This is an optimization exercise on Yosys and OpenROAD, whose aim is small area, not a production implementation.
The RTL was checked by simulation tests, not by an equivalence proof against the original design.
Power and IR drop assume default switching activity.

==> flow/design.v <==
package sme_pkg;
    typedef logic [7:0] char_t;
    localparam char_t char_any   = 8'h2E;  
    localparam char_t char_head  = 8'h5E;  
    localparam char_t char_tail  = 8'h24;  
    localparam char_t char_space = 8'h20;
    typedef enum logic [1:0] {
        st_idle = 2'd0,
        st_scan = 2'd1,
        st_done = 2'd2
    } engine_state_t;
endpackage
module string_buffer #(
    parameter int max_string_len  = 32,
    parameter int max_pattern_len = 8
) (
    input  logic                                       clk,
    input  logic                                       reset,
    input  sme_pkg::char_t                                      chardata,
    input  logic                                       isstring,
    input  logic [$clog2(max_string_len+1)-1:0]        window_start,
    output sme_pkg::char_t [max_pattern_len:0]                  window_chars,
    output sme_pkg::char_t                                      char_before,
    output logic [$clog2(max_string_len+1)-1:0]        string_len
);
    localparam int idx_w = $clog2(max_string_len);
    localparam int len_w = $clog2(max_string_len + 1);
    localparam int pos_w = $clog2(max_string_len + max_pattern_len + 1);
    typedef logic [idx_w-1:0] index_t;
    typedef logic [len_w-1:0] len_t;
    typedef logic [pos_w-1:0] pos_t;
    sme_pkg::char_t  mem [max_string_len];
    logic   isstring_d;
    logic   first_char;
    logic   wr_en;
    index_t wr_addr;
    pos_t   rd_pos;
    assign first_char = isstring && !isstring_d;  
    assign wr_en      = first_char || (isstring && string_len < max_string_len);
    assign wr_addr    = first_char ? '0 : string_len[idx_w-1:0];
    always_ff @(posedge clk or posedge reset) begin
        if (reset) begin
            isstring_d <= 1'b0;
            string_len <= '0;
        end else begin
            isstring_d <= isstring;
            if (first_char) begin
                string_len <= len_t'(1);
            end else if (wr_en) begin
                string_len <= string_len + 1'b1;
            end
        end
    end
    always_ff @(posedge clk) begin
        if (wr_en) begin
            mem[wr_addr] <= chardata;
        end
    end
    always_comb begin
        for (int i = 0; i <= max_pattern_len; i++) begin
            rd_pos = pos_t'(window_start) + pos_t'(i);
            window_chars[i] = (rd_pos < string_len) ? mem[rd_pos[idx_w-1:0]] : sme_pkg::char_space;
        end
    end
    always_comb begin
        if (window_start == '0 || len_t'(window_start) > string_len) begin
            char_before = sme_pkg::char_space;  
        end else begin
            char_before = mem[index_t'(window_start - 1'b1)];
        end
    end
endmodule
module pattern_decoder #(
    parameter int max_pattern_len = 8
) (
    input  logic                                        clk,
    input  logic                                        reset,
    input  sme_pkg::char_t                                       chardata,
    input  logic                                        ispattern,
    output sme_pkg::char_t [max_pattern_len-1:0]                 lane_chars,
    output logic  [max_pattern_len-1:0]                 lane_any,
    output logic  [$clog2(max_pattern_len+1)-1:0]       core_len,
    output logic                                        anchor_head,
    output logic                                        anchor_tail,
    output logic                                        pattern_ready
);
    localparam int pidx_w = $clog2(max_pattern_len);
    localparam int cnt_w  = $clog2(max_pattern_len + 1);
    typedef logic [pidx_w-1:0] pidx_t;
    typedef logic [cnt_w-1:0]  cnt_t;
    sme_pkg::char_t raw [max_pattern_len];
    cnt_t  raw_len;
    logic  ispattern_d;
    logic  first_char;
    logic  wr_en;
    pidx_t wr_addr;
    logic  run_end;
    pidx_t last_idx;
    sme_pkg::char_t [max_pattern_len-1:0] lane_chars_c;
    logic  [max_pattern_len-1:0] lane_any_c;
    logic                        head_c;
    logic                        tail_c;
    cnt_t                        core_c;
    assign first_char = ispattern && !ispattern_d;
    assign wr_en      = first_char || (ispattern && raw_len < max_pattern_len);
    assign wr_addr    = first_char ? '0 : raw_len[pidx_w-1:0];
    assign run_end    = ispattern_d && !ispattern;
    assign last_idx   = pidx_t'(raw_len - cnt_t'(1));
    always_ff @(posedge clk) begin
        if (wr_en) begin
            raw[wr_addr] <= chardata;
        end
    end
    always_comb begin
        head_c = (raw_len != '0) && (raw[0] == sme_pkg::char_head);
        tail_c = (raw_len != '0) && (raw[last_idx] == sme_pkg::char_tail);
        core_c = raw_len - cnt_t'(head_c) - cnt_t'(tail_c);
        for (int k = 0; k < max_pattern_len; k++) begin
            if (k < core_c) begin
                lane_chars_c[k] = raw[pidx_t'(k + int'(head_c))];  
                lane_any_c[k]   = (lane_chars_c[k] == sme_pkg::char_any);
            end else begin
                lane_chars_c[k] = sme_pkg::char_space;
                lane_any_c[k]   = 1'b0;
            end
        end
    end
    always_ff @(posedge clk or posedge reset) begin
        if (reset) begin
            ispattern_d   <= 1'b0;
            raw_len       <= '0;
            pattern_ready <= 1'b0;
            core_len      <= '0;
            anchor_head   <= 1'b0;
            anchor_tail   <= 1'b0;
        end else begin
            ispattern_d   <= ispattern;
            pattern_ready <= run_end;
            if (first_char) begin
                raw_len <= cnt_t'(1);
            end else if (wr_en) begin
                raw_len <= raw_len + 1'b1;
            end
            if (run_end) begin
                core_len    <= core_c;
                anchor_head <= head_c;
                anchor_tail <= tail_c;
            end
        end
    end
    always_ff @(posedge clk) begin
        if (run_end) begin
            lane_chars <= lane_chars_c;
            lane_any   <= lane_any_c;
        end
    end
endmodule
module match_engine #(
    parameter int max_string_len  = 32,
    parameter int max_pattern_len = 8
) (
    input  logic                                        clk,
    input  logic                                        reset,
    input  logic                                        pattern_ready,
    input  logic                                        ispattern,
    input  logic                                        isstring,
    input  sme_pkg::char_t [max_pattern_len-1:0]                 lane_chars,
    input  logic  [max_pattern_len-1:0]                 lane_any,
    input  logic  [$clog2(max_pattern_len+1)-1:0]       core_len,
    input  logic                                        anchor_head,
    input  logic                                        anchor_tail,
    input  sme_pkg::char_t [max_pattern_len:0]                   window_chars,
    input  sme_pkg::char_t                                       char_before,
    input  logic  [$clog2(max_string_len+1)-1:0]        string_len,
    output logic  [$clog2(max_string_len+1)-1:0]        window_start,
    output logic                                        search_done,
    output logic                                        found,
    output logic  [$clog2(max_string_len)-1:0]          found_index
);
    localparam int len_w = $clog2(max_string_len + 1);
    typedef logic [len_w-1:0] len_t;
    sme_pkg::engine_state_t state;
    sme_pkg::engine_state_t next_state;
    logic [max_pattern_len-1:0] lane_ok;
    logic                       head_ok;
    logic                       tail_ok;
    logic                       fit;
    logic                       too_short;
    logic                       at_last;
    len_t                       last_start;
    always_comb begin
        for (int k = 0; k < max_pattern_len; k++) begin
            lane_ok[k] = (k >= core_len) || lane_any[k] || (lane_chars[k] == window_chars[k]);
        end
    end
    assign head_ok = !anchor_head || (char_before == sme_pkg::char_space);
    assign tail_ok = !anchor_tail || (window_chars[core_len] == sme_pkg::char_space);
    assign fit     = (&lane_ok) && head_ok && tail_ok;
    assign too_short  = string_len < len_t'(core_len);
    assign last_start = string_len - len_t'(core_len);
    assign at_last    = window_start >= last_start;
    always_comb begin
        next_state = state;
        case (state)
            sme_pkg::st_idle: begin
                if (pattern_ready) begin
                    next_state = sme_pkg::st_scan;
                end
            end
            sme_pkg::st_scan: begin
                if (too_short || fit || at_last) begin
                    next_state = sme_pkg::st_done;
                end
            end
            sme_pkg::st_done: next_state = sme_pkg::st_idle;
            default: next_state = sme_pkg::st_idle;
        endcase
    end
    always_ff @(posedge clk or posedge reset) begin
        if (reset) begin
            state <= sme_pkg::st_idle;
        end else begin
            state <= next_state;
        end
    end
    always_ff @(posedge clk or posedge reset) begin
        if (reset) begin
            window_start <= '0;
            found        <= 1'b0;
            found_index  <= '0;
        end else begin
            if (state == sme_pkg::st_idle && pattern_ready) begin
                window_start <= '0;
                found        <= 1'b0;
            end else if (state == sme_pkg::st_scan) begin
                if (too_short) begin
                    found <= 1'b0;
                end else if (fit) begin
                    found       <= 1'b1;  
                    found_index <= window_start[$clog2(max_string_len)-1:0];  
                end else if (at_last) begin
                    found <= 1'b0;
                end else begin
                    window_start <= window_start + 1'b1;
                end
            end
        end
    end
    assign search_done = (state == sme_pkg::st_done);
endmodule
module result_reporter #(
    parameter int max_string_len = 32
) (
    input  logic                                 clk,
    input  logic                                 reset,
    input  logic                                 search_done,
    input  logic                                 found,
    input  logic [$clog2(max_string_len)-1:0]    found_index,
    output logic                                 valid,
    output logic                                 match,
    output logic [$clog2(max_string_len)-1:0]    match_index
);
    always_ff @(posedge clk or posedge reset) begin
        if (reset) begin
            valid       <= 1'b0;
            match       <= 1'b0;
            match_index <= '0;
        end else begin
            valid <= search_done;  
            if (search_done) begin
                match       <= found;
                match_index <= found ? found_index : '0;
            end
        end
    end
endmodule
module sme #(
    parameter int max_string_len  = 32,
    parameter int max_pattern_len = 8
) (
    input  logic                                 clk,
    input  logic                                 reset,
    input  sme_pkg::char_t                                chardata,
    input  logic                                 isstring,
    input  logic                                 ispattern,
    output logic                                 valid,
    output logic                                 match,
    output logic [$clog2(max_string_len)-1:0]    match_index
);
    localparam int idx_w = $clog2(max_string_len);
    localparam int len_w = $clog2(max_string_len + 1);
    localparam int cnt_w = $clog2(max_pattern_len + 1);
    logic [len_w-1:0]            window_start;
    sme_pkg::char_t [max_pattern_len:0]   window_chars;
    sme_pkg::char_t                       char_before;
    logic [len_w-1:0]            string_len;
    sme_pkg::char_t [max_pattern_len-1:0] lane_chars;
    logic [max_pattern_len-1:0]  lane_any;
    logic [cnt_w-1:0]            core_len;
    logic                        anchor_head;
    logic                        anchor_tail;
    logic                        pattern_ready;
    logic                        search_done;
    logic                        found;
    logic [idx_w-1:0]            found_index;
    string_buffer #(
        .max_string_len  (max_string_len),
        .max_pattern_len (max_pattern_len)
    ) u_string_buffer (
        .clk          (clk),
        .reset        (reset),
        .chardata     (chardata),
        .isstring     (isstring),
        .window_start (window_start),
        .window_chars (window_chars),
        .char_before  (char_before),
        .string_len   (string_len)
    );
    pattern_decoder #(
        .max_pattern_len (max_pattern_len)
    ) u_pattern_decoder (
        .clk           (clk),
        .reset         (reset),
        .chardata      (chardata),
        .ispattern     (ispattern),
        .lane_chars    (lane_chars),
        .lane_any      (lane_any),
        .core_len      (core_len),
        .anchor_head   (anchor_head),
        .anchor_tail   (anchor_tail),
        .pattern_ready (pattern_ready)
    );
    match_engine #(
        .max_string_len  (max_string_len),
        .max_pattern_len (max_pattern_len)
    ) u_match_engine (
        .clk           (clk),
        .reset         (reset),
        .pattern_ready (pattern_ready),
        .ispattern     (ispattern),
        .isstring      (isstring),
        .lane_chars    (lane_chars),
        .lane_any      (lane_any),
        .core_len      (core_len),
        .anchor_head   (anchor_head),
        .anchor_tail   (anchor_tail),
        .window_chars  (window_chars),
        .char_before   (char_before),
        .string_len    (string_len),
        .window_start  (window_start),
        .search_done   (search_done),
        .found         (found),
        .found_index   (found_index)
    );
    result_reporter #(
        .max_string_len (max_string_len)
    ) u_result_reporter (
        .clk         (clk),
        .reset       (reset),
        .search_done (search_done),
        .found       (found),
        .found_index (found_index),
        .valid       (valid),
        .match       (match),
        .match_index (match_index)
    );
endmodule
==> flow/run.sh <==
#!/bin/bash
# synth_recipe.tcl (not shown) runs the flow's synth.tcl, then flattens the netlist and writes it again
# the make line also repeats each setting of config.mk as NAME=value (left out here)
make -C /OpenROAD-flow-scripts/flow DESIGN_CONFIG=/design/flow/config.mk WORK_HOME=/design/flow/orfs CLKGATE_MAP_FILE= SYNTH_SCRIPT=/design/flow/synth_recipe.tcl finish
==> flow/config.mk <==
export PLATFORM = sky130hd
export DESIGN_NAME = sme
export DESIGN_NICKNAME = sme
export VERILOG_FILES = /design/flow/design.v
export SDC_FILE = /design/flow/constraint.sdc
export NUM_CORES = 4
export LEC_CHECK = 0
export CAP_MARGIN = 20
export CORE_MARGIN = 2
export CORE_UTILIZATION = 40
export SLEW_MARGIN = 20
==> flow/constraint.sdc <==
create_clock -name core_clock -period 10.0 [get_ports {clk}]
set_input_delay 2.0000 -clock core_clock [delete_from_list [all_inputs] [get_ports {clk}]]
set_output_delay 2.0000 -clock core_clock [all_outputs]
set_load 0.01 [all_outputs]
==> impl_metrics.json, run 1 <==
{
  "critPathKind": "reg2reg",
  "clk_pin_slew_worst_paths_ps": 70,
  "drc_errors": 0,
  "dieArea_um2": 81010,
  "antenna_found_initial": 4,
  "synth-seq-cells": 432,
  "drv_slew": 0,
  "routed_wl_mm": 140.4,
  "outcome": "no timing/DRC/antenna violations",
  "max-cap-violations": 0,
  "synth_ff_type": "edfxtp_1",
  "cp.required_ps": 10500,
  "place_area_um2": 32640,
  "cts_buffers": 49,
  "drive_gt1_frac": 0.2236,
  "grt_setup_unrepaired": "no",
  "dp_hpwl_mm": 108.1,
  "antenna_cells": 0,
  "final_nets": 2542,
  "die_h_um": 284.6,
  "max_freq_mhz": 117.5,
  "postCtsHoldBufs": 0,
  "grt_pass1_vias": 23641,
  "fin_area_um2": 34400,
  "h-tree-depth": 2,
  "num_vias": 25238,
  "crit_fanout": 47,
  "core_um2": 77720,
  "async_reset_ff_frac": 0.09259,
  "dp_slack_ps": 1699,
  "tightest_slew_ps": 1135,
  "min_period_ps": 8509,
  "irDropWorstVdd_mv": 0.1430,
  "num_rows": 102,
  "netlist_top_cells_count": "edfxtp_1 (392), mux4_2 (342), nand2_1 (263)",
  "slew_headroom": 0.2430,
  "finalSetupViolCount": 0,
  "area_growth_pct": 9.191,
  "routedWlPerCell_um": 39.71,
  "cts-resized-gates": 0,
  "fin_crit_sh": 0.8509,
  "postCtsSetupRepairBufs": 0,
  "viasPerCell": 7.139,
  "fin_hold_ws_ps": 478.5,
  "initial_core_util": 0.4053,
  "power_leakage_nw": 11.16,
  "hold_viol_final": 0,
  "die_w_um": 284.6,
  "synth.yosys.seq_area_share": 0.4054,
  "ios": 19,
  "syn_area_um2": 31500,
  "finish.utilization": 0.4426,
  "fin_ws_ps": 1492,
  "grt_overflow_total": 0,
  "grt_max_degree": 137,
  "ys_types": 81,
  "synth_top_cell_by_area": "edfxtp_1",
  "clockBufferDepth": 3,
  "ant_nets": 0,
  "syn_avg_cell_area_um2": 12.51,
  "insertion_delay_ps": 620,
  "synth_most_common_cell": "edfxtp_1",
  "cts_tree": "yes",
  "ys_warn_count": 4,
  "hold_path_class": "reg2reg",
  "p_per_area_nw_per_um2": 270.1,
  "syn_nets": 2601,
  "synth_cells": 2518,
  "critPathLaunchType": "flop",
  "tns_ps": 0,
  "gp_congestion": 1.054,
  "drt_first_iter_violations": 3938,
  "synth_area_leaders": "edfxtp_1 (37%), mux4_2 (24%), mux2i_1 (4.3%), dfrtp_1 (3.2%), nand2_1 (3.1%)",
  "grt_pass1_wl_mm": 194.3,
  "port_buffers": 18,
  "synth-edff-count": 392,
  "synth_top_area_frac": 0.3737,
  "grt_use_total": 0.3420,
  "cts.sinks": 432,
  "fin_skew_ps": 28.61,
  "crit_path_end_kind": "flop",
  "root_buffer": "clkbuf_16",
  "arrival_ps": 9010,
  "drtPass1Iterations": 5
}
-- layer usage --
metal,track usage,up-vias,part of all wire
met1,0.4661,13174,0.40
met4,0.1553,4,0.055
met5,0,-,0.00019
met2,0.5246,1696,0.45
li1,-,10065,-
met3,0.07287,299,0.096
-- flip-flops by register name, summed over array words and instances, names as in the netlist, 5 cells and up --
name and count:
u_pattern_decoder.lane_any 8, u_match_engine.found_index 5, u_result_reporter.match_index 5, u_pattern_decoder.lane_chars 64, u_pattern_decoder.raw 64, u_string_buffer.mem 256, u_string_buffer.string_len 6, u_match_engine.window_start 6
-- path summary, 6_finish.rpt --
kind                                                         startpoint                                           end  slack, ps  cells past startpoint
setup / recovery             u_match_engine.window_start[1]$_DFFE_PP0P_     u_match_engine.found_index[0]$_DFFE_PP0P_       1490                     16
hold / removal             u_result_reporter.match_index[2]$_DFFE_PP0P_  u_result_reporter.match_index[2]$_DFFE_PP0P_        480                      2
setup reg to reg             u_match_engine.window_start[1]$_DFFE_PP0P_     u_match_engine.found_index[0]$_DFFE_PP0P_       1490                     16
hold reg to reg            u_result_reporter.match_index[2]$_DFFE_PP0P_  u_result_reporter.match_index[2]$_DFFE_PP0P_        480                      2
max in group asynchronous                                         reset    u_match_engine.window_start[0]$_DFFE_PP0P_       7380                      2
min in group asynchronous                                         reset     u_pattern_decoder.core_len[1]$_DFFE_PP0P_       1900                      2
-- layout by cell type (no fill, tap or decap), drive strengths merged, types with 22 or more instances in the layout --
cell,Yosys,layout
and2,22,22
clkinv,6,27
edfxtp,392,392
ha,69,69
nand4,34,34
nand2,263,263
mux4,342,342
inv,39,40
nand3,103,103
a21oi,89,89
o22ai,23,23
xnor2,49,49
mux2,43,43
nor2,148,148
nor4,32,32
o21ai,47,47
clkbuf,80,53
buf,101,60
xor2,30,30
nor3,77,77
mux2i,136,136
a22oi,45,45
dfrtp,40,40
-- cells by family (layout without fill, tap and decap cells) --
kind of cell / count (synthesis) / count (layout) / share of synthesized area
muxes: 521 / 521 / 0.3031
adders and majority gates: 71 / 71 / 0.02868
xor gates and xnor gates: 79 / 79 / 0.02220
and+or+nand+nor: 800 / 800 / 0.1234
AOI/OAI and AO/OA: 389 / 389 / 0.08536
DFF: 432 / 432 / 0.4054
buffers and inverters: 226 / 203 / 0.03181
-- critical path, stage by stage, from the launching register on --
cell	delay (ps)
dfrtp_4	890
buf_4	730
ha_1	260
a21oi_1	120
xnor2_2	900
inv_1	600
ha_1	450
o21ai_0	80
a21oi_1	810
a21oi_1	250
or4_1	640
o311a_1	360
nor4_1	480
nor3_1	150
nor4b_4	750
nor3b_4	440
mux2_1	370
-- through the flow --
step	power, mW	cells
after floorplan	5.387	2518
after global placement	7.200	3442
after detailed placement	7.211	3446
after CTS	9.196	3533
after global routing	9.575	3535
final	9.290	3535
-- cell type report --
cell class	instances	area, um2
timing repair buffer	71	580.6
fill	6995	43330
clock buffer	53	1262
inverter	45	168.9
multi-input combinational	1860	17840
tap	1040	1301
sequential	432	12780
clock inverter	34	460.4
-- power breakdown --
group / switching (mW) / internal (mW) / total (mW)
Sequential: 0.174 / 2.11 / 2.28
Combinational: 3.20 / 1.84 / 5.04
Clock: 0.777 / 1.19 / 1.97
==> run 2, diff against run 1 <==
==> flow/design.v (replaced) <==
package sme_pkg;
    typedef logic [7:0] char_t;
    localparam char_t char_any   = 8'h2E;  
    localparam char_t char_head  = 8'h5E;  
    localparam char_t char_tail  = 8'h24;  
    localparam char_t char_space = 8'h20;
    typedef enum logic [1:0] {
        st_idle = 2'd0,
        st_scan = 2'd1,
        st_done = 2'd2
    } engine_state_t;
endpackage
module sme #(
    parameter int max_string_len  = 32,
    parameter int max_pattern_len = 8
) (
    input  logic                                 clk,
    input  logic                                 reset,
    input  sme_pkg::char_t                       chardata,
    input  logic                                 isstring,
    input  logic                                 ispattern,
    output logic                                 valid,
    output logic                                 match,
    output logic [$clog2(max_string_len)-1:0]    match_index
);
    logic [8*32-1:0] ring;         
    logic            isstring_d;
    logic [5:0]      tlen;         
    logic [4:0]      pos;          
    wire       t_first = isstring & ~isstring_d;
    wire       t_wr    = isstring & (t_first | ~tlen[5]);
    wire [7:0] c       = ring[255:248];
    always_ff @(posedge clk) begin
        isstring_d <= isstring;
        ring       <= {ring[247:0], t_wr ? chardata : c};
    end
    always_ff @(posedge clk or posedge reset) begin
        if (reset) begin
            tlen <= '0;
            pos  <= '0;
        end else begin
            if (t_first)   tlen <= 6'd1;
            else if (t_wr) tlen <= tlen + 6'd1;
            pos <= t_first ? 5'd1 : pos + 5'd1;
        end
    end
    logic [7:0] pat [8];
    logic       ispattern_d;
    logic [3:0] rcnt;              
    logic       head;
    wire p_first = ispattern & ~ispattern_d;
    wire p_caret = (chardata == sme_pkg::char_head);
    wire p_take  = ispattern & (p_first | ~rcnt[3]);
    wire p_store = p_take & ~(p_first & p_caret);
    always_ff @(posedge clk) begin
        ispattern_d <= ispattern;
        if (p_first) begin
            rcnt <= 4'd1;
            head <= p_caret;
        end else if (p_take) begin
            rcnt <= rcnt + 4'd1;
        end
        if (p_store) begin
            pat[0] <= chardata;
            for (int k = 1; k < 8; k++) pat[k] <= pat[k-1];
        end
    end
    wire [3:0] nst = rcnt - {3'd0, head};
    logic [8:0] used;              
    always_comb begin
        for (int k = 0; k < 8; k++) used[k] = (nst > k);
        used[8] = 1'b0;
    end
    logic       srch;              
    logic       started;           
    logic       xw;                
    logic       prev_sp;           
    logic [7:0] d;                 
    wire run_end = ispattern_d & ~ispattern;
    wire active  = srch | run_end;
    wire step    = active & (started | (pos == 5'd0));
    wire bnd     = ({xw, pos} == tlen);       
    wire sp      = (c == sme_pkg::char_space);
    wire start   = ~head | prev_sp;
    wire tail    = used[0] & (pat[0] == sme_pkg::char_tail);
    logic [7:0] lm;
    logic [7:0] dn;
    always_comb begin
        for (int k = 0; k < 8; k++) begin
            lm[k] = ~bnd & ((pat[k] == sme_pkg::char_any) | (pat[k] == c));
            if (k == 0 && tail) lm[k] = bnd | sp;
            dn[k] = lm[k] & (used[k+1] ? ((k < 7) ? d[(k+1)%8] : 1'b0) : start);
        end
    end
    wire       hit    = used[0] ? dn[0] : start;
    wire       finish = step & (hit | bnd);
    wire [2:0] off    = nst[2:0] - 3'd1;
    always_ff @(posedge clk) begin
        d           <= step ? dn : 8'd0;
        prev_sp     <= step ? sp : 1'b1;
        xw          <= step & (xw | (pos == 5'd31));
        match       <= hit;
        match_index <= (hit & used[0]) ? (pos - {2'd0, off}) : 5'd0;
    end
    always_ff @(posedge clk or posedge reset) begin
        if (reset) begin
            srch    <= 1'b0;
            started <= 1'b0;
            valid   <= 1'b0;
        end else begin
            srch    <= active & ~finish;
            started <= step & ~finish;
            valid   <= finish;
        end
    end
endmodule
--- a/flow/config.mk
+++ b/flow/config.mk
@@ -5,7 +5,9 @@
 export SDC_FILE = /design/flow/constraint.sdc
 export NUM_CORES = 4
 export LEC_CHECK = 0
+export ABC_AREA = 1
 export CAP_MARGIN = 20
 export CORE_MARGIN = 2
 export CORE_UTILIZATION = 40
+export CTS_BUF_LIST = sky130_fd_sc_hd__clkbuf_4
 export SLEW_MARGIN = 20
==> run 2 against run 1 <==
Fmax grew 130%. Synthesized cell count shrank 70%. Clock-buffer cell count grew 78. Critical path depth shrank 6. Clock power shrank 43%. Largest power group is now sequential cells. Sequential cell count shrank 76. Clock skew grew 63 ps. Critical endpoint is now pat[6][0]$_DFFE_PP_. Area after synthesis shrank 68%. Combinational power shrank 94%. Hold slack lost 190 ps.
==> impl_metrics.json, run 2 <==
{
  "outcome": "no timing/DRC/antenna violations",
  "final_common_cell": "dfxtp_1",
  "root_buffer": "clkbuf_4",
  "num_rows": 58,
  "synth_ff_type": "dfxtp_1",
  "cts_tree": "yes",
  "synth_top_family_by_area": "simple AND/OR/NAND/NOR gates",
  "tns_ps": 0,
  "max-cap-violations": 0,
  "netlist_top_cells_count": "dfxtp_1 (277), nand2_1 (91), edfxtp_1 (65)",
  "cts.sinks": 356,
  "yosys.area_share.simple": 0.1034,
  "critPathLaunchType": "input port",
  "initial_core_util": 0.4045,
  "antenna_found_initial": 1,
  "largest_reg_flops": 256,
  "reg2reg_setup_slack_ps": 7380,
  "synth_compound_area_frac": 0.03225,
  "drv_slew": 0,
  "ios": 19,
  "max_freq_mhz": 268.9,
  "cp.required_ps": 10260,
  "crit_path_end_kind": "flop",
  "drc_errors": 0,
  "ys_types": 45,
  "grt_pass1_vias": 5220,
  "area_growth_pct": 15.85,
  "grt_pass1_wl_mm": 23.94,
  "hold_path_class": "reg2reg",
  "power_mw": 3.142,
  "slew_headroom": 0.4712,
  "port_buffers": 18,
  "grt_use_total": 0.1150,
  "dp_slack_ps": 5650,
  "grt_max_degree": 65,
  "syn_nets": 790,
  "synth_top_area_frac": 0.5476,
  "cts_buffers": 85,
  "drt_first_iter_violations": 170,
  "die_w_um": 163.1,
  "routedWlPerCell_um": 11.46,
  "crit_fanout": 64,
  "clk_pin_slew_worst_paths_ps": 70,
  "arrival_ps": 3980,
  "min_period_ps": 3719,
  "largest-register": "ring",
  "p_per_area_nw_per_um2": 267.8,
  "synth_most_common_cell": "dfxtp_1",
  "viasPerCell": 4.261,
  "dieArea_um2": 26610,
  "synth-edff-count": 65,
  "syn_avg_cell_area_um2": 13.26,
  "drtPass1Iterations": 5,
  "postCtsHoldBufs": 0,
  "fin_crit_sh": 0.3719,
  "cts-resized-gates": 0,
  "dp_hpwl_mm": 9.228,
  "clockBufferDepth": 3,
  "synth_top_cell_by_area": "dfxtp_1",
  "synth.yosys.seq_area_share": 0.7749,
  "tightest_slew_ps": 793.1,
  "h-tree-depth": 3,
  "critical-path-max-stage-delay_ps": 610,
  "synth_cells": 764,
  "num_vias": 5330,
  "drive_gt1_frac": 0.2000,
  "die_h_um": 163.1,
  "ant_nets": 0,
  "hold_viol_final": 0,
  "path_cells": "clkdlybuf4s50_1, inv_1, nor2_1, inv_1, nand2_1, nand2_1, inv_1, nand2_1, inv_2, buf_4",
  "top_regs": "ring: 256 flops, pat: 64 flops, d: 7 flops",
  "postCtsSetupRepairBufs": 0,
  "grt_setup_unrepaired": "no",
  "grt_overflow_total": 0,
  "synth-seq-cells": 356,
  "fin_ws_ps": 6281,
  "finalSetupViolCount": 0,
  "power_leakage_nw": 4.908,
  "synth_xor_area_frac": 0.03719,
  "synth_area_leaders": "dfxtp_1 (55%), edfxtp_1 (19%), dfrtp_1 (3.5%), nand2_1 (3.4%), xnor2_1 (2.6%)",
  "routed_wl_mm": 14.33,
  "insertion_delay_ps": 720,
  "critPathKind": "in2reg",
  "synthAdderAreaFrac": 0.01804,
  "fin_skew_ps": 91.28,
  "final_cell_mix": "dfxtp_1 (277), clkbuf_4 (131), nand2_1 (91)",
  "gp_congestion": 0.7921,
  "async_reset_ff_frac": 0.03933,
  "irDropWorstVdd_mv": 0.1778,
  "final_nets": 886,
  "syn_area_um2": 10130,
  "ys_warn_count": 2,
  "core_um2": 25040,
  "cpMaxStageDelayCell": "buf_4",
  "synth.area.mux_share": 0
}
==> run 2: final timing paths <==
path                            depth (start not counted)            startpoint                        end
max in group asynchronous                               2                 reset          started$_DFF_PP0_
worst max register to register                         10  rcnt[0]$_SDFFE_PP1P_  match_index[3]$_SDFF_PN0_
min in group asynchronous                               2                 reset        tlen[1]$_DFFE_PP0P_
worst min-delay path                                    0      ring[17]$_DFF_P_           ring[25]$_DFF_P_
worst max-delay path                                   10             ispattern        pat[6][0]$_DFFE_PP_
worst min register to register                          0      ring[17]$_DFF_P_           ring[25]$_DFF_P_
==> run 2: cells by family after synthesis <==
group / after synthesis
buffers and inverters: 75
and+or+nand+nor: 219
DFF: 356
adders and majority gates: 14
AOI/OAI and AO/OA: 57
xor gates and xnor gates: 43
==> run 2: power by group <==
group          switching [mW]  internal (mW)
logic                   0.181          0.122
registers              0.0813           1.63
clock network           0.526          0.604
total                   0.788           2.35
==> run 2: layout make-up <==
type,count,area [um2]
well taps,330,412.9
fillers,2269,13300
repair buffers,19,187.7
diodes,1,2.502
clock inverters,16,117.6
clock buffers,131,983.4
multi-input cells,333,1933
flip-flops and latches,356,7848
inverters,65,247.7
==> run 2: routing by layer <==
layer  track usage  vias to the layer above  share of wire
li1              -                     2759              -
met1        0.1433                     2435           0.47
met2        0.1737                      107           0.45
met3       0.04038                       29          0.050
met4       0.06597                        0          0.026
met5             0                        -              0
==> run 2: worst max-delay path, delay by kind of cell <==
| kind | cells | cell delay, ps |
|---|---|---|
| simple gates | 4 | 460 |
| buf+inv | 6 | 1490 |
==> run 2: stage by stage <==
stage | cells | cell area [um2] | hold WS, ps | util
3_5_place_dp | 1103 | 10630 | 312.1 | 0.4245
2_1_floorplan | 764 | 10130 | 309.6 | -
6_report | 1251 | 11730 | 285.9 | 0.4686
5_1_grt | 1251 | 11730 | 309.6 | 0.4686
3_3_place_gp | 1103 | 10630 | 309.6 | 0.4245
4_1_cts | 1250 | 11730 | 307.9 | 0.4685
==> run 3, diff against run 2 <==
--- a/flow/config.mk
+++ b/flow/config.mk
@@ -5,9 +5,10 @@
 export SDC_FILE = /design/flow/constraint.sdc
 export NUM_CORES = 4
 export LEC_CHECK = 0
-export ABC_AREA = 1
 export CAP_MARGIN = 20
 export CORE_MARGIN = 2
-export CORE_UTILIZATION = 40
+export CORE_UTILIZATION = 70
 export CTS_BUF_LIST = sky130_fd_sc_hd__clkbuf_4
+export CTS_CLUSTER_DIAMETER = 35
+export CTS_CLUSTER_SIZE = 12
 export SLEW_MARGIN = 20
==> run 3 against run 2 <==
Non-clock buffer count up 1. Final area is 8.3% lower. Routed wire length fell by 5.9%. Critical endpoint is now pat[7][3]$_DFFE_PP_. Fmax increased by 2.0%. Hold slack improved by 31 ps. Sequential share of layout area increased by 6.1 points. Still clean on timing, DRC and antenna. Final cell count is 29% lower. Clock power fell by 38%. Combinational power is 14% lower. Clock skew is 61 ps lower.
==> impl_metrics.json, run 3 <==
{
  "outcome": "no timing/DRC/antenna violations",
  "cts-resized-gates": 0,
  "dieArea_um2": 15150,
  "area_growth_pct": 8.382,
  "finish.utilization": 0.7751,
  "die_w_um": 123.1,
  "slew_headroom": 0.3601,
  "largest-register": "ring",
  "ys_types": 45,
  "r2r-end": "match_index[2]$_SDFF_PN0_",
  "port_buffers": 18,
  "synth_top_area_frac": 0.5586,
  "synth-edff-count": 65,
  "critPathKind": "in2reg",
  "p_per_area_nw_per_um2": 241.9,
  "critPathLaunchType": "input port",
  "postCtsSetupRepairBufs": 0,
  "irDropWorstVdd_mv": 0.1719,
  "grt_overflow_total": 0,
  "syn_avg_cell_area_um2": 15.44,
  "drv_slew": 0,
  "path_cells": "clkdlybuf4s50_1, nand4b_1, nor4_1, a21boi_4, buf_4",
  "place_area_um2": 10270,
  "insertion_delay_ps": 650,
  "max-cap-violations": 0,
  "drt_first_iter_violations": 208,
  "cts_tree": "yes",
  "grt_use_met1": 0.2229,
  "routed_wl_mm": 13.49,
  "fin_cells": 893,
  "clockBufferDepth": 3,
  "cts_buffers": 39,
  "final_nets": 715,
  "grt_use_total": 0.1892,
  "hold_path_class": "reg2reg",
  "h-tree-depth": 2,
  "cp.buffers_inverters": 2,
  "root_buffer": "clkbuf_4",
  "critical-path-max-stage-delay_ps": 730,
  "max_freq_mhz": 274.2,
  "ant_nets": 0,
  "tightest_slew_ps": 951.1,
  "power_leakage_nw": 4.377,
  "cpMaxStageDelayCell": "nor4_1",
  "grt_setup_unrepaired": "no",
  "die_h_um": 123.1,
  "fill_cells": 847,
  "crit_fanout": 64,
  "num_vias": 4601,
  "clk_pin_slew_worst_paths_ps": 120,
  "grt_pass1_vias": 4718,
  "async_reset_ff_frac": 0.03933,
  "gp_congestion": 0.8131,
  "synth-seq-cells": 356,
  "routedWlPerCell_um": 15.11,
  "synth_ff_type": "dfxtp_1",
  "synth.yosys.seq_area_share": 0.7905,
  "drtPass1Iterations": 4,
  "rr_startpoint": "rcnt[0]$_SDFFE_PP1P_",
  "grt_pass1_wl_mm": 21.82,
  "core_um2": 13880,
  "syn_area_um2": 9927,
  "gr-usage-met2": 0.3305,
  "reg2reg_setup_slack_ps": 7000,
  "dp_hpwl_mm": 8.944,
  "place_inst": 828,
  "ys_warn_count": 2,
  "min_to": "ring[50]$_DFF_P_",
  "finalSetupViolCount": 0,
  "synth_top_cell_by_area": "dfxtp_1",
  "fin_area_um2": 10760,
  "fin_crit_sh": 0.3647,
  "whs_path_depth": 0,
  "critPathTopFamily": "simple AND/OR/NAND/NOR gates",
  "drive_gt1_frac": 0.1081,
  "drc_errors": 0,
  "largest_reg_flops": 256,
  "synth_cells": 643,
  "r2r_cells": 8,
  "final_common_cell": "dfxtp_1",
  "final_cell_mix": "dfxtp_1 (277), xor2_1 (66), edfxtp_1 (65)",
  "netlist_top_cells_count": "dfxtp_1 (277), xor2_1 (66), edfxtp_1 (65)",
  "tns_ps": 0,
  "worstHoldStart": "ring[42]$_DFF_P_",
  "top_regs": "ring: 256 flops, pat: 64 flops, d: 7 flops",
  "crit_path_end_kind": "flop",
  "cts.sinks": 356,
  "arrival_ps": 3930,
  "ios": 19,
  "grt_max_degree": 65,
  "viasPerCell": 5.152,
  "initial_core_util": 0.7152,
  "num_rows": 43,
  "postCtsHoldBufs": 0,
  "min_period_ps": 3647,
  "top_usage_layer": "met2",
  "synth_most_common_cell": "dfxtp_1",
  "met3_usage": 0.03736,
  "cp.required_ps": 10280,
  "antenna_found_initial": 1,
  "fin_skew_ps": 29.88,
  "syn_nets": 669,
  "synth_area_leaders": "dfxtp_1 (56%), edfxtp_1 (20%), xor2_1 (5.8%), dfrtp_1 (3.5%), ha_1 (1.6%)",
  "hold_viol_final": 0
}
==> run 3: area by class of cell <==
cell class,instances,area [um2],share of cell area
diodes,1,2.502,0.0002326
clock buffers,53,397.9,0.03698
clock inverters,11,88.84,0.008257
inverters,12,45.04,0.004187
multi-input cells,260,1957,0.1819
flip-flops and latches,356,7848,0.7294
well taps,180,225.2,0.02093
repair buffers,20,195.2,0.01814
==> run 3: kinds of logic after synthesis <==
group | synth area share
compound gates | 0.02420
xor+xnor | 0.07146
fa+ha+maj | 0.01840
buf+inv | 0.01349
flops | 0.7905
mux | 0.01311
simple gates | 0.06882
==> run 3: metrics by stage <==
stage                     hold WS [ps]  setup slack [ps]  power, mW
final                            317.2              6353      2.602
after global routing             330.8              6342      2.731
after CTS                        318.6              6446      2.630
after detailed placement         312.1              5808      1.936
after global placement           309.7              5859      1.920
after floorplan                  309.6              2519      1.863
==> run 3: worst max-delay path by stage <==
stage,startpoint,to,depth (start not counted),slack (ps)
2_1_floorplan,ispattern,pat[0][0]$_DFFE_PP_,3,2520
3_3_place_gp,chardata[5],pat[7][4]$_DFFE_PP_,5,5860
3_5_place_dp,chardata[5],pat[7][4]$_DFFE_PP_,5,5810
4_1_cts,valid$_DFF_PP0_,valid,1,6450
5_1_grt,ispattern,pat[6][6]$_DFFE_PP_,5,6340
6_report,chardata[5],pat[7][3]$_DFFE_PP_,5,6350
==> run 3: routing by layer <==
layer  routed length [um]  vias to the layer above
met3                  507                       28
met5                    0                        -
met4                  369                        0
met2                 6735                       85
met1                 5878                     2202
li1                     -                     2286
==> run 3: report_power, final <==
group	switching [mW]	internal [mW]	total (mW)
clock	0.423	0.279	0.702
combinational	0.139	0.123	0.262
sequential	0.0646	1.57	1.64
total	0.626	1.98	2.60
==> run 4, diff against run 3 <==
--- a/flow/config.mk
+++ b/flow/config.mk
@@ -8,7 +8,7 @@
 export CAP_MARGIN = 20
 export CORE_MARGIN = 2
 export CORE_UTILIZATION = 70
-export CTS_BUF_LIST = sky130_fd_sc_hd__clkbuf_4
-export CTS_CLUSTER_DIAMETER = 35
-export CTS_CLUSTER_SIZE = 12
+export CTS_BUF_LIST = sky130_fd_sc_hd__clkbuf_8
+export CTS_CLUSTER_DIAMETER = 50
+export CTS_CLUSTER_SIZE = 18
 export SLEW_MARGIN = 20
==> run 4 against run 3 <==
Clock power down 5.8%. Final cell count down 2.9%. Via count down 2.2%. Routed wire length down 0.60%. Combinational power about the same. Area after synthesis unchanged. Fmax down 0.28%. Critical endpoint is now pat[6][6]$_DFFE_PP_. Largest power group unchanged.
==> impl_metrics.json, run 4 <==
{
  "tns_ps": 0,
  "crit_fanout": 64,
  "fin_cells": 867,
  "irDropWorstVdd_mv": 0.1751,
  "fin_area_um2": 10710,
  "netlist_top_cells_count": "dfxtp_1 (277), xor2_1 (66), edfxtp_1 (65)",
  "finish.utilization": 0.7713,
  "clockBufferDepth": 3,
  "crit_path_end_kind": "flop",
  "synth_ff_type": "dfxtp_1",
  "arrival_ps": 3860,
  "root_buffer": "clkbuf_8",
  "min_period_ps": 3657,
  "cp.required_ps": 10200,
  "tightest_slew_ps": 890.8,
  "drv_slew": 0,
  "synth_top_cell_by_area": "dfxtp_1",
  "final_nets": 701,
  "insertion_delay_ps": 550,
  "critPathLaunchType": "input port",
  "cts_tree": "yes",
  "dieArea_um2": 15150,
  "top_regs": "ring: 256 flops, pat: 64 flops, d: 7 flops",
  "final_common_cell": "dfxtp_1",
  "outcome": "no timing/DRC/antenna violations",
  "fin_crit_sh": 0.3657,
  "area_growth_pct": 7.852,
  "power_leakage_nw": 4.334,
  "synth.yosys.seq_area_share": 0.7905,
  "die_h_um": 123.1,
  "drt_first_iter_violations": 196,
  "max-cap-violations": 0,
  "dp_hpwl_mm": 8.944,
  "syn_avg_cell_area_um2": 15.44,
  "port_buffers": 18,
  "core_um2": 13880,
  "synth_cells": 643,
  "antenna_found_initial": 0,
  "num_vias": 4501,
  "initial_core_util": 0.7152,
  "antenna_cells": 0,
  "slew_headroom": 0.4007,
  "syn_nets": 669,
  "critical-path-max-stage-delay_ps": 690,
  "ys_warn_count": 2,
  "viasPerCell": 5.191,
  "cts_buffers": 25,
  "critPathKind": "in2reg",
  "postCtsSetupRepairBufs": 0,
  "place_area_um2": 10270,
  "ys_types": 45,
  "routed_wl_mm": 13.41,
  "h-tree-depth": 1,
  "grt_max_degree": 65,
  "whs_path_depth": 0,
  "syn_area_um2": 9927,
  "grt_overflow_total": 0,
  "synth-seq-cells": 356,
  "ant_nets": 0,
  "largest-register": "ring",
  "synth_most_common_cell": "dfxtp_1",
  "cts-resized-gates": 0,
  "path_cells": "clkdlybuf4s50_1, nand4b_1, nor4_1, a21boi_4, buf_4",
  "grt_pass1_wl_mm": 21.59,
  "p_per_area_nw_per_um2": 239.4,
  "synth_area_leaders": "dfxtp_1 (56%), edfxtp_1 (20%), xor2_1 (5.8%), dfrtp_1 (3.5%), ha_1 (1.6%)",
  "largest_reg_flops": 256,
  "drc_errors": 0,
  "r2r_cells": 8,
  "grt_pass1_vias": 4606,
  "final_cell_mix": "dfxtp_1 (277), xor2_1 (66), edfxtp_1 (65)",
  "postCtsHoldBufs": 0,
  "clk_pin_slew_worst_paths_ps": 100,
  "grt_use_total": 0.1833,
  "hold_viol_final": 0,
  "routedWlPerCell_um": 15.47,
  "finalSetupViolCount": 0,
  "fin_skew_ps": 13.87,
  "cpMaxStageDelayCell": "nor4_1",
  "max_freq_mhz": 273.5,
  "drtPass1Iterations": 4,
  "async_reset_ff_frac": 0.03933,
  "hold_path_class": "reg2reg",
  "gp_congestion": 0.8131,
  "place_inst": 828,
  "die_w_um": 123.1,
  "cts.sinks": 356,
  "synth_top_area_frac": 0.5586,
  "drive_gt1_frac": 0.07132,
  "num_rows": 43,
  "synth-edff-count": 65,
  "grt_setup_unrepaired": "no",
  "ios": 19
}
-- run 4: cell counts after synthesis --
No cell type changed its count.
-- run 4: metal layers --
metal / GRT usage / wire (um)
met5: 0 / 0
met2: 0.3280 / 6717
met4: 0.06037 / 309
met1: 0.2262 / 6011
met3: 0.03183 / 371
-- run 4: cells by family (layout without fill, tap and decap cells) --
family                   Yosys count  after routing  synth area share
flip-flops                       356            356            0.7905
AND/OR/NAND/NOR                  117            117           0.06882
XOR/XNOR                          81             81           0.07146
AO/OA/AOI/OAI                     36             36           0.02420
buffers and inverters             27             71           0.01349
adder cells (fa/ha/maj)           14             14           0.01840
multiplexers                      12             12           0.01311
-- run 4: stage by stage --
step / setup WS [ps] / hold WS (ps) / power, mW
2_1_floorplan: 2519 / 309.6 / 1.863
3_5_place_dp: 5808 / 312.1 / 1.936
4_1_cts: 6394 / 326.2 / 2.587
6_report: 6343 / 325.0 / 2.563
5_1_grt: 6281 / 333.4 / 2.677
3_3_place_gp: 5859 / 309.7 / 1.920
-- run 4: worst max-delay path, delay by kind of cell --
family	cells	cell delay (ps)
simple gates	2	890
buf+inv	2	840
compound gates	1	100
-- run 4: path summary, 6_finish.rpt --
kind | from | endpoint | slack, ps
setup reg to reg | rcnt[0]$_SDFFE_PP1P_ | match_index[2]$_SDFF_PN0_ | 7030
max in group asynchronous | reset | tlen[4]$_DFFE_PP0P_ | 7840
min in group asynchronous | reset | pos[4]$_DFF_PP0_ | 1790
hold reg to reg | ring[26]$_DFF_P_ | ring[34]$_DFF_P_ | 330
hold / removal | ring[26]$_DFF_P_ | ring[34]$_DFF_P_ | 330
setup / recovery | chardata[5] | pat[6][6]$_DFFE_PP_ | 6340
-- run 4: area by class of cell --
class                           instances  area [um2]
Sequential cell                       356        7848
Clock inverter                         13       78.83
Clock buffer                           26       357.8
Timing Repair Buffer                   20       195.2
Fill cell                             833        3174
Inverter                               12       45.04
Tap cell                              180       225.2
Multi-Input combinational cell        260        1957
-- run 4: where the power goes --
group          switching [mW]  total, mW  internal (mW)  leakage, nW
Combinational           0.140      0.262          0.123        0.955
Clock                   0.413      0.661          0.249        0.249
Sequential             0.0655       1.64           1.57         3.13
Total                   0.618       2.56           1.95         4.33
==> run 5, diff against run 4 <==
--- a/flow/config.mk
+++ b/flow/config.mk
@@ -8,7 +8,7 @@
 export CAP_MARGIN = 20
 export CORE_MARGIN = 2
 export CORE_UTILIZATION = 70
-export CTS_BUF_LIST = sky130_fd_sc_hd__clkbuf_8
-export CTS_CLUSTER_DIAMETER = 50
-export CTS_CLUSTER_SIZE = 18
+export CTS_BUF_LIST = sky130_fd_sc_hd__clkbuf_16
+export CTS_CLUSTER_DIAMETER = 45
+export CTS_CLUSTER_SIZE = 30
 export SLEW_MARGIN = 20
==> run 5 against run 4 <==
Via count increased by 3.4%. Critical path depth unchanged. Hold slack got worse by 29 ps. Combinational power increased by 2%. Sequential power about the same. Clock-buffer cell count increased by 2. Total power increased by 18%. Final cell count increased by 1.0%. Non-clock buffer count unchanged. Sequential cell count unchanged. Clock skew increased by 18 ps. Synthesized cell count unchanged. Critical path type unchanged.
==> impl_metrics.json, run 5 <==
{
  "met3_length_um": 633,
  "swShare": 0.2492,
  "startpoint": "chardata[5]",
  "grt_overflow_total": 0,
  "cts.sinks": 356,
  "top_regs": "ring: 256 flops, pat: 64 flops, d: 7 flops",
  "port_buffers": 18,
  "routed.top_layer": "met4",
  "largest_reg_flops": 256,
  "dp_hpwl_mm": 8.944,
  "path_cells": "clkdlybuf4s50_1, nand4b_1, nor4_1, a21boi_4, buf_4",
  "grt_pass1_vias": 4936,
  "viasPerCell": 5.314,
  "area_growth_pct": 12.98,
  "crit_fanout": 64,
  "crit_path_end_kind": "flop",
  "p_per_area_nw_per_um2": 269.4,
  "final_nets": 702,
  "met2WireLength_mm": 7.996,
  "dieArea_um2": 15150,
  "synth_most_common_cell": "dfxtp_1",
  "irDropWorstVdd_mv": 0.1921,
  "ios": 19,
  "switching_power_uw": 752.9,
  "h-tree-depth": 1,
  "comb_power_share": 0.089,
  "max_freq_mhz": 267.8,
  "num_vias": 4655,
  "place_area_um2": 10270,
  "grt_max_degree": 65,
  "place_inst": 828,
  "fin_hold_ws_ps": 295.7,
  "synth_area_leaders": "dfxtp_1 (56%), edfxtp_1 (20%), xor2_1 (5.8%), dfrtp_1 (3.5%), ha_1 (1.6%)",
  "synth.yosys.seq_area_share": 0.7905,
  "synth_cells": 643,
  "cts-resized-gates": 0,
  "min_period_ps": 3734,
  "synth_top_cell_by_area": "dfxtp_1",
  "critPathLaunchType": "input port",
  "critical-path-max-stage-delay_ps": 720,
  "rr_startpoint": "rcnt[0]$_SDFFE_PP1P_",
  "cp.depth": 5,
  "fill_cells": 734,
  "synth-edff-count": 65,
  "gp_congestion": 0.8131,
  "clk_pin_slew_worst_paths_ps": 100,
  "power_mw": 3.022,
  "power_leakage_nw": 4.550,
  "drt_first_iter_violations": 271,
  "ys_types": 45,
  "ff_latch_area_um2": 7848,
  "finish.utilization": 0.8080,
  "hold_path_class": "reg2reg",
  "final_common_cell": "dfxtp_1",
  "initial_core_util": 0.7152,
  "insertion_delay_ps": 540,
  "num_rows": 43,
  "max-cap-violations": 0,
  "die_h_um": 123.1,
  "largest-register": "ring",
  "async_reset_ff_frac": 0.03933,
  "hold_viol_final": 0,
  "final_cell_mix": "dfxtp_1 (277), xor2_1 (66), edfxtp_1 (65)",
  "synth_ff_type": "dfxtp_1",
  "grt_use_total": 0.2104,
  "netlist_top_cells_count": "dfxtp_1 (277), xor2_1 (66), edfxtp_1 (65)",
  "fin_area_um2": 11220,
  "drv_slew": 0,
  "tns_ps": 0,
  "cts_buffers": 26,
  "synth-seq-cells": 356,
  "ys_warn_count": 2,
  "grt_setup_unrepaired": "no",
  "postCtsHoldBufs": 0,
  "routedWlPerCell_um": 17.43,
  "slew_headroom": 0.3779,
  "fin_cells": 876,
  "root_buffer": "clkbuf_16",
  "tightest_slew_ps": 924.6,
  "clockBufferDepth": 3,
  "drtPass1Iterations": 4,
  "critPathTopFamily": "simple AND/OR/NAND/NOR gates",
  "critPathKind": "in2reg",
  "cp.required_ps": 10170,
  "intPower_mw": 2.269,
  "seqPwrFrac": 0.544,
  "cp.buffers_inverters": 2,
  "fin_ws_ps": 6266,
  "fin_skew_ps": 32.19,
  "arrival_ps": 3900,
  "clockPowerShare": 0.368,
  "crit_path_end": "pat[3][7]$_DFFE_PP_",
  "finalSetupViolCount": 0,
  "drc_errors": 0,
  "dp_slack_ps": 5808,
  "synth_top_area_frac": 0.5586,
  "r2r_cells": 8,
  "antenna_cells": 0,
  "reg2reg_setup_slack_ps": 7000,
  "routed_wl_mm": 15.27,
  "ant_nets": 0,
  "core_um2": 13880,
  "multiInputGateArea_um2": 1957,
  "die_w_um": 123.1,
  "syn_avg_cell_area_um2": 15.44,
  "wl_met1_mm": 6.155,
  "outcome": "no timing/DRC/antenna violations",
  "antenna_found_initial": 0,
  "drive_gt1_frac": 0.08908,
  "r2r-end": "match_index[2]$_SDFF_PN0_",
  "syn_area_um2": 9927,
  "fin_crit_sh": 0.3734,
  "grt_pass1_wl_mm": 24.41,
  "syn_nets": 669,
  "cts_tree": "yes",
  "postCtsSetupRepairBufs": 0,
  "cpMaxStageDelayCell": "nor4_1"
}
run 5: cell types whose count changed in the layout (fill, tap and decap cells not counted), moves of 2 or more:
cell	delta
clkbuf_16	+28
clkinv_8	+5
clkbuf_8	-26
inv_4	+3
clkinv_1	+3
inv_1	-7
inv_16	+2
run 5: cell type report:
type | instances | area share
clock buffer | 28 | 0.06247
clock inverter | 20 | 0.02187
inverter | 12 | 0.004016
multi-input combinational | 260 | 0.1745
sequential | 356 | 0.6997
tap | 180 | 0.02008
timing repair buffer | 20 | 0.01740
run 5: worst min-delay path by stage:
stage	startpoint	cells past startpoint	slack, ps	to
finish	ring[84]$_DFF_P_	0	300	ring[92]$_DFF_P_
global route	ring[84]$_DFF_P_	0	320	ring[92]$_DFF_P_
CTS	ring[84]$_DFF_P_	0	310	ring[92]$_DFF_P_
detailed placement	ring[109]$_DFF_P_	0	310	ring[117]$_DFF_P_
global placement	ring[55]$_DFF_P_	0	310	ring[63]$_DFF_P_
floorplan	ring[92]$_DFF_P_	0	310	ring[100]$_DFF_P_
run 5: power groups by stage:
stage / clock network, mW / registers, mW / logic, mW
floorplan: 0 / 1.64 / 0.219
global route: 1.18 / 1.66 / 0.299
detailed placement: 0 / 1.67 / 0.262
CTS: 1.13 / 1.65 / 0.268
finish: 1.11 / 1.64 / 0.268
global placement: 0 / 1.67 / 0.254
run 5: metal layers:
layer,GRT usage,up-vias
li1,-,2246
met5,0,-
met1,0.2495,2269
met3,0.03552,35
met4,0.07884,0
met2,0.3836,105
run 5: kinds of logic after synthesis:
group | synth area share
compound gates | 0.02420
mux | 0.01311
xor+xnor | 0.07146
fa+ha+maj | 0.01840
buf+inv | 0.01349
flops | 0.7905
simple gates | 0.06882
==> run 6, diff against run 5 <==
==> flow/config.mk (replaced) <==
export PLATFORM = sky130hd
export DESIGN_NAME = sme
export DESIGN_NICKNAME = sme
export VERILOG_FILES = /design/flow/design.v
export SDC_FILE = /design/flow/constraint.sdc
export NUM_CORES = 4
export LEC_CHECK = 0
export CAP_MARGIN = 20
export CORE_MARGIN = 2
export CORE_UTILIZATION = 40
export SLEW_MARGIN = 20
==> run 6 against run 5 <==
Critical path depth unchanged. Total power is 4.7% higher. First-iteration DRC count decreased by 23%. Synthesized cell count stayed put. Sequential cell count stayed put. Final cell count up 18%. Critical path type unchanged. Clock skew fell by 15 ps. Still clean. Die area grew 72%. Clock power grew 14%.
==> impl_metrics.json, run 6 <==
{
  "worstHoldStart": "ring[226]$_DFF_P_",
  "syn_area_um2": 9927,
  "async_reset_ff_frac": 0.03933,
  "synth_top_area_frac": 0.5586,
  "postCtsSetupRepairBufs": 0,
  "drt_first_iter_violations": 209,
  "synth_cells": 643,
  "antenna_found_initial": 0,
  "critPathLaunchType": "input port",
  "arrival_ps": 4000,
  "ios": 19,
  "largest-register": "ring",
  "top_regs": "ring: 256 flops, pat: 64 flops, d: 7 flops",
  "p_per_area_nw_per_um2": 272.5,
  "cts_buffers": 35,
  "largest_reg_flops": 256,
  "finalSetupViolCount": 0,
  "clockBufferDepth": 3,
  "clk_pin_slew_worst_paths_ps": 60,
  "grt_setup_unrepaired": "no",
  "min_to": "ring[234]$_DFF_P_",
  "syn_nets": 669,
  "grt_overflow_total": 0,
  "fin_skew_ps": 17.24,
  "netlist_top_cells_count": "dfxtp_1 (277), xor2_1 (66), edfxtp_1 (65)",
  "dieArea_um2": 26090,
  "critPathKind": "in2reg",
  "grt_pass1_vias": 4870,
  "drc_errors": 0,
  "final_common_cell": "dfxtp_1",
  "cts-resized-gates": 0,
  "h-tree-depth": 2,
  "ys_types": 45,
  "tns_ps": 0,
  "irDropWorstVdd_mv": 0.1427,
  "synth.yosys.seq_area_share": 0.7905,
  "drtPass1Iterations": 4,
  "fin_crit_sh": 0.3826,
  "grt_max_degree": 65,
  "gp_congestion": 0.7953,
  "power_leakage_nw": 4.652,
  "crit_path_end_kind": "flop",
  "finish.utilization": 0.4774,
  "synth_most_common_cell": "dfxtp_1",
  "hold_path_class": "reg2reg",
  "antenna_cells": 0,
  "grt_pass1_wl_mm": 23.39,
  "tightest_slew_ps": 1110,
  "synth-edff-count": 65,
  "num_rows": 57,
  "synth_top_cell_by_area": "dfxtp_1",
  "ys_warn_count": 2,
  "max_freq_mhz": 261.4,
  "drive_gt1_frac": 0.09958,
  "core_um2": 24320,
  "hold_viol_final": 0,
  "synth_area_leaders": "dfxtp_1 (56%), edfxtp_1 (20%), xor2_1 (5.8%), dfrtp_1 (3.5%), ha_1 (1.6%)",
  "startpoint": "chardata[1]",
  "r2r-end": "valid$_DFF_PP0_",
  "ant_nets": 0,
  "initial_core_util": 0.4082,
  "synth-seq-cells": 356,
  "die_h_um": 161.5,
  "min_period_ps": 3826,
  "routedWlPerCell_um": 13.37,
  "cp.required_ps": 10170,
  "rr_startpoint": "rcnt[0]$_SDFFE_PP1P_",
  "syn_avg_cell_area_um2": 15.44,
  "num_vias": 4659,
  "die_w_um": 161.5,
  "drv_slew": 0,
  "routed_wl_mm": 13.87,
  "insertion_delay_ps": 510,
  "final_cell_mix": "dfxtp_1 (277), xor2_1 (66), edfxtp_1 (65)",
  "crit_fanout": 64,
  "port_buffers": 18,
  "cts.sinks": 356,
  "slew_headroom": 0.2535,
  "whs_path_depth": 0,
  "final_nets": 713,
  "synth_ff_type": "dfxtp_1",
  "r2r_cells": 8,
  "cts_tree": "yes",
  "viasPerCell": 4.493,
  "dp_hpwl_mm": 8.795,
  "postCtsHoldBufs": 0,
  "area_growth_pct": 16.95,
  "reg2reg_setup_slack_ps": 6940,
  "root_buffer": "clkbuf_16",
  "max-cap-violations": 0,
  "grt_use_total": 0.1114,
  "outcome": "no timing/DRC/antenna violations"
}
==> run 6: cell counts after synthesis <==
Identical to the previous run, type by type.
==> run 6: cells by family (layout without fill, tap and decap cells) <==
group	after synthesis	count (layout)	synth area share
AND/OR/NAND/NOR	117	117	0.06882
XOR/XNOR	81	81	0.07146
flip-flops	356	356	0.7905
buffers and inverters	27	97	0.01349
multiplexers	12	12	0.01311
AO/OA/AOI/OAI	36	36	0.02420
adder cells (fa/ha/maj)	14	14	0.01840
==> run 6: worst max-delay path by stage <==
| stage | to | cells after the start |
|---|---|---|
| floorplan | pat[0][0]$_DFFE_PP_ | 3 |
| global placement | pat[0][1]$_DFFE_PP_ | 5 |
| detailed placement | pat[0][0]$_DFFE_PP_ | 5 |
| CTS | pat[4][5]$_DFFE_PP_ | 5 |
| global route | pat[7][7]$_DFFE_PP_ | 5 |
| finish | pat[6][4]$_DFFE_PP_ | 5 |
==> run 6: routing by layer <==
layer  GRT usage  share of wire  vias up
met2      0.1760           0.47      100
met1      0.1406           0.45     2249
met3     0.03261          0.053       36
met4     0.05398          0.028        0
li1            -              -     2274
met5           0              0        -
==> run 6: worst max-delay path: stages <==
cell and delay [ps]:
clkdlybuf4s50_1 500, nand2_1 80, nor4_1 900, a21boi_4 90, buf_4 400
==> run 6: per-stage QoR <==
stage | instances | power (mW) | area [um2] | hold slack [ps] | setup WS [ps]
after floorplan | 643 | 1.863 | 9927 | 309.6 | 2519
after global placement | 974 | 1.921 | 10470 | 309.7 | 5760
after detailed placement | 974 | 1.938 | 10470 | 312.1 | 5660
after CTS | 1037 | 3.204 | 11610 | 321.1 | 6184
after global routing | 1037 | 3.311 | 11610 | 328.4 | 6088
final | 1037 | 3.163 | 11610 | 320.7 | 6174
==> run 6: layout make-up <==
type                            count  area (um2)
Clock buffer                       50        1005
Clock inverter                     13       140.1
Fill cell                        2061       12710
Inverter                           12       45.04
Multi-Input combinational cell    260        1957
Sequential cell                   356        7848
Tap cell                          324       405.4
Timing Repair Buffer               22       210.2
==> run 6: where the power goes <==
part | switching [mW] | internal, mW | leakage [nW] | total (mW)
combinational | 0.145 | 0.124 | 0.965 | 0.269
sequential | 0.0620 | 1.58 | 3.13 | 1.64
clock | 0.519 | 0.738 | 0.557 | 1.26

[static timing again, ports no longer ideal]
Ports are ideal in the flow. The routed layouts listed here were re-timed in OpenROAD.
Step 1: set_driving_cell puts a clkbuf_16 on clk and a buf_2 on each other input, an assumption about the parent block.
Step 2 adds t to the input delays and takes it off the output delays; t is the mean of the earliest and latest rising clock arrival at the registers after step 1. Input paths then give back, and output paths get back, about the clock's delay inside the block.
Three values: ideal ports, drivers, drivers and shift; two values: the first two.
| run | t (ns) | setup slack, ns | hold slack, ns | worst setup path after step 2 | latest minus earliest clock arrival (ns) |
|---|---|---|---|---|---|
| run 1 | 0.677 | 1.491 / 1.491 / 1.491 | 0.479 / 0.479 / 0.479 | register to register | 0.030 / 0.030 |
| run 2 | 0.720 | 6.281 / 6.300 / 5.580 | 0.286 / 0.286 / 0.286 | input to register | 0.092 / 0.092 |
| run 3 | 0.667 | 6.353 / 6.365 / 5.698 | 0.317 / 0.317 / 0.317 | input to register | 0.041 / 0.041 |
| run 4 | 0.577 | 6.343 / 6.353 / 5.776 | 0.325 / 0.325 / 0.325 | input to register | 0.016 / 0.016 |
| run 5 | 0.570 | 6.266 / 6.283 / 5.714 | 0.296 / 0.296 / 0.296 | input to register | 0.034 / 0.033 |
| run 6 | 0.548 | 6.174 / 6.195 / 5.646 | 0.321 / 0.321 / 0.321 | input to register | 0.019 / 0.019 |
After both steps setup and hold are still met in every run listed. For run 2, which loses most, drivers alone change the setup slack by +0.019 ns; drivers and shift together by -0.701 ns.
